From an optimization exercise on the open Yosys and OpenROAD flow, aimed at small area and a short achievable clock period; shortcuts taken in it are not production practice.
RTL that was checked went through simulation tests only; none was proved equivalent to the original.

==> module yapp_commit_fifo, before the edit <==
module yapp_commit_fifo #(
    parameter int DATA_W = 8,
    parameter int DEPTH  = 64,
    parameter int LO     = 8             
) (
    input  logic                      clock,
    input  logic                      reset,
    input  logic                      wr_en,
    input  logic [LO-1:0]             wr_lo,
    input  logic [DEPTH/LO-1:0]       wr_hi,
    input  logic [DATA_W-1:0]         wr_data,
    input  logic                      push,
    input  logic                      commit,
    input  logic                      rewind,
    input  logic [$clog2(DEPTH)-1:0]  commit_addr,
    input  logic [DATA_W-1:0]         hdr,
    input  logic                      rd_en,
    output logic [DATA_W-1:0]         rd_data,
    output logic                      vld,
    output logic                      full_nxt,
    output logic [$clog2(DEPTH)-1:0]  cm_addr
);
    localparam int AW = $clog2(DEPTH);
    localparam int CW = AW + 1;
    localparam int HI = DEPTH / LO;
    logic [DATA_W-1:0] mem [DEPTH];
    logic [LO-1:0]     rd_lo_a, rd_lo_b;    
    logic [HI-1:0]     rd_hi, rd_hi_g;
    logic              from_mem, hdr_take;
    logic [AW-1:0]     cm;           
    logic [CW-1:0]     cu_q;         
    logic [CW-1:0]     occ_q;        
    logic              push_q, fire_q, commit_q, rewind_q;
    logic [CW-1:0]     cu, occ;      
    logic [DATA_W-1:0] dout;
    logic              fire, vld_d, hold;
    logic              occ_full, occ_one_less, cu_full, cu_gt1;
    logic [DATA_W-1:0] mem_q;
    logic [HI-1:0][DATA_W-1:0] row_q;
    always_comb begin
        if (rewind_q) occ = cu_q - CW'(fire_q);
        else          occ = occ_q + CW'(push_q) - CW'(fire_q);
        if (commit_q) cu  = occ_q - CW'(fire_q);
        else          cu  = cu_q - CW'(fire_q);
    end
    assign fire = rd_en && vld;
    assign hold = vld && !rd_en;
    always_comb begin
        if (rewind_q)
            occ_full = fire_q ? (cu_q == CW'(DEPTH + 1)) : (cu_q == CW'(DEPTH));
        else if (push_q == fire_q)
            occ_full = occ_q == CW'(DEPTH);
        else if (push_q)
            occ_full = occ_q == CW'(DEPTH - 1);
        else
            occ_full = occ_q == CW'(DEPTH + 1);
        if (rewind_q)
            occ_one_less = fire_q ? (cu_q == CW'(DEPTH)) : (cu_q == CW'(DEPTH - 1));
        else if (push_q == fire_q)
            occ_one_less = occ_q == CW'(DEPTH - 1);
        else if (push_q)
            occ_one_less = occ_q == CW'(DEPTH - 2);
        else
            occ_one_less = occ_q == CW'(DEPTH);
        if (commit_q) begin
            cu_full = fire_q ? (occ_q == CW'(DEPTH + 1)) : (occ_q == CW'(DEPTH));
            cu_gt1  = fire_q ? (occ_q > CW'(2)) : (occ_q > CW'(1));
        end else begin
            cu_full = fire_q ? (cu_q == CW'(DEPTH + 1)) : (cu_q == CW'(DEPTH));
            cu_gt1  = fire_q ? (cu_q > CW'(2)) : (cu_q > CW'(1));
        end
    end
    assign vld_d        = commit || cu_gt1 || hold;
    assign full_nxt = !fire && !rewind && (occ_full || (occ_one_less && push));
    assign from_mem = vld && cu_gt1;
    assign rd_hi_g  = from_mem ? rd_hi : '0;
    assign hdr_take = commit && !from_mem;
    always_comb begin
        for (int h = 0; h < HI; h++) begin
            row_q[h] = '0;
            for (int l = 0; l < LO; l++)
                row_q[h] = row_q[h] | ({{(DATA_W-DATA_W/2){rd_lo_b[l]}}, {(DATA_W/2){rd_lo_a[l]}}}
                                       & mem[h*LO+l]);
        end
        mem_q = '0;
        for (int h = 0; h < HI; h++)
            mem_q = mem_q | ({DATA_W{rd_hi_g[h]}} & row_q[h]);
    end
    assign rd_data = dout;
    assign cm_addr = cm;
    always_ff @(posedge clock or negedge reset) begin
        if (!reset) begin
            rd_lo_a  <= LO'(2);
            rd_lo_b  <= LO'(2);
            rd_hi    <= HI'(1);
            cm       <= '0;
            cu_q     <= '0;
            occ_q    <= '0;
            push_q   <= 1'b0;
            fire_q   <= 1'b0;
            commit_q <= 1'b0;
            rewind_q <= 1'b0;
            vld      <= 1'b0;
            dout     <= '0;
        end else begin
            if (fire) begin
                rd_lo_a <= {rd_lo_a[LO-2:0], rd_lo_a[LO-1]};
                rd_lo_b <= {rd_lo_b[LO-2:0], rd_lo_b[LO-1]};
            end
            if (fire && rd_lo_a[LO-1]) rd_hi <= {rd_hi[HI-2:0], rd_hi[HI-1]};
            if (commit) cm <= commit_addr;
            cu_q     <= cu;
            occ_q    <= occ;
            push_q   <= push;
            fire_q   <= fire;
            commit_q <= commit;
            rewind_q <= rewind;
            vld      <= vld_d;
            if (!hold) dout <= mem_q | (hdr_take ? hdr : '0);
        end
    end
    for (genvar w = 0; w < DEPTH; w++) begin : g_word
        logic [DATA_W-1:0] q;
        always_ff @(posedge clock) begin
            if (wr_en && wr_hi[w / LO] && wr_lo[w % LO]) q <= wr_data;
        end
        assign mem[w] = q;
    end
endmodule
export LEC_CHECK = 0
export ABC_CLOCK_PERIOD_IN_PS = 2400
export CAP_MARGIN = 20
export CORE_MARGIN = 2
export CORE_UTILIZATION = 55
export CTS_CLUSTER_DIAMETER = 60
export CTS_CLUSTER_SIZE = 24
export PLACE_DENSITY = 0.7
export SETUP_SLACK_MARGIN = 3.1
export SLEW_MARGIN = 20
create_clock -name core_clock -period 5.5 [get_ports {clock}]
standard.sh (not shown) runs the stock make flow with config.mk's settings and CLKGATE_MAP_FILE= SYNTH_SCRIPT=/design/flow/synth_recipe.tcl, a recipe that flattens the netlist after the stock synthesis.
==> flow/flow/run.sh <==
#!/bin/bash
# The standard layout, with two changes: clock tree synthesis adds no dummy
# loads, and after placement each output buffer is moved next to the
# flip-flop that drives it (flow/obuf.tcl). Tool output goes to logs in this
# folder; ORFS keeps its per-step logs under orfs/logs.
set -euo pipefail
CTS="CTS_ARGS=-sink_clustering_enable -repair_clock_nets -sink_clustering_size 24 -sink_clustering_max_diameter 60 -dont_use_dummy_load"
bash standard.sh place "$CTS" > standard_place.log 2>&1
RES=$(ls -d orfs/results/*/*/base)
PLACE_ODB=$PWD/$RES/3_place.odb CELL_PAD_IN_SITES_DETAIL_PLACEMENT=0 \
  openroad -no_init -exit flow/obuf.tcl > obuf.log 2>&1
bash standard.sh finish "$CTS" > standard.log 2>&1
==> flow/flow/obuf.tcl <==
# Put each output port's buffer right next to the flip-flop that drives it, so
# the buffer, not the flip-flop, drives the wire out to the pin. Then legalize.
read_db $::env(PLACE_ODB)
set block [ord::get_db_block]
set moved 0
foreach bt [$block getBTerms] {
  if {[$bt getIoType] ne "OUTPUT"} { continue }
  set net [$bt getNet]
  set buf ""
  foreach it [$net getITerms] { if {[$it isOutputSignal]} { set buf [$it getInst] } }
  if {$buf eq ""} { continue }
  set a [$buf findITerm A]
  if {$a eq "NULL" || $a eq ""} { continue }
  set ff ""
  foreach it [[$a getNet] getITerms] { if {[$it isOutputSignal]} { set ff [$it getInst] } }
  if {$ff eq ""} { continue }
  set loc [$ff getLocation]
  set w [[$ff getMaster] getWidth]
  $buf setOrient [$ff getOrient]
  $buf setLocation [expr {[lindex $loc 0] + $w}] [lindex $loc 1]
  incr moved
}
puts "moved $moved output buffers"
set_placement_padding -global -left $::env(CELL_PAD_IN_SITES_DETAIL_PLACEMENT) -right $::env(CELL_PAD_IN_SITES_DETAIL_PLACEMENT)
detailed_placement
check_placement -verbose
write_db $::env(PLACE_ODB)
Rerun with:
--- a/flow/design.v
+++ b/flow/design.v
@@ -43,8 +43,7 @@
     localparam int HI = DEPTH / LO;
     logic [DATA_W-1:0] mem [DEPTH];
     logic [LO-1:0]     rd_lo_a, rd_lo_b;    
-    logic [HI-1:0]     rd_hi, rd_hi_g;
-    logic              from_mem, hdr_take;
+    logic [HI-1:0]     rd_hi;
     logic [AW-1:0]     cm;           
     logic [CW-1:0]     cu_q;         
     logic [CW-1:0]     occ_q;        
@@ -90,9 +89,6 @@
     end
     assign vld_d        = commit || cu_gt1 || hold;
     assign full_nxt = !fire && !rewind && (occ_full || (occ_one_less && push));
-    assign from_mem = vld && cu_gt1;
-    assign rd_hi_g  = from_mem ? rd_hi : '0;
-    assign hdr_take = commit && !from_mem;
     always_comb begin
         for (int h = 0; h < HI; h++) begin
             row_q[h] = '0;
@@ -102,7 +98,7 @@
         end
         mem_q = '0;
         for (int h = 0; h < HI; h++)
-            mem_q = mem_q | ({DATA_W{rd_hi_g[h]}} & row_q[h]);
+            mem_q = mem_q | ({DATA_W{rd_hi[h]}} & row_q[h]);
     end
     assign rd_data = dout;
     assign cm_addr = cm;
@@ -134,7 +130,10 @@
             commit_q <= commit;
             rewind_q <= rewind;
             vld      <= vld_d;
-            if (!hold) dout <= mem_q | (hdr_take ? hdr : '0);
+            if (!hold) begin
+                if (vld) dout <= vld_d ? mem_q : '0;
+                else     dout <= commit ? hdr : '0;
+            end
         end
     end
     for (genvar w = 0; w < DEPTH; w++) begin : g_word
Synthesized area came out lower by 0.33%.
Worst hold slack gets worse by 0.042 ns.
Global-route usage barely changes.
Register-to-register slack gets better by 0.06 ns.
Worst setup slack gets better by 0.035 ns.
Final cell count came out lower by 1.4%.
Design area came out lower by 0.74%.
First-iteration DRC count came out higher by 4.9%.
Die area came out lower by 0.33%.
Synthesized cell count came out lower by 1.6%.
Sequential share of layout area came out higher by 0.50 points.
Only the layout flow was run in the first run of this note; the RTL was not checked for function there.

-- re-timing with driven ports --
How much do the figures lean on ideal ports? The routed layouts below were timed once more, with nothing changed but the port constraints.
Step 1 (the two cells are an assumption about what drives the block):
set clk [get_ports {clock}]
set_driving_cell -lib_cell sky130_fd_sc_hd__clkbuf_16 $clk
set_driving_cell -lib_cell sky130_fd_sc_hd__buf_2 [delete_from_list [all_inputs] $clk]
Step 2 moves the port delays by t, midway between the first and last clock arrival at a register: inputs arrive t later, outputs are due t later. That takes back most of the time a late clock gives input paths.
a / b / c = no drivers / after step 1 / after step 2; a / b = the first two.
run	t, ns	setup WS [ns]	hold slack, ns	worst setup path at the end	cell pins on the clock port's net
the first run	0.779	3.049 / 3.024 / 2.312	0.473 / 0.450 / 0.482	input to register	1
the second run	0.785	3.084 / 3.010 / 2.371	0.432 / 0.404 / 0.510	input to register	1
After both steps setup and hold are still met in every run listed. For the first run, which loses most, drivers alone change the setup slack by -0.025 ns; drivers and shift together by -0.737 ns.
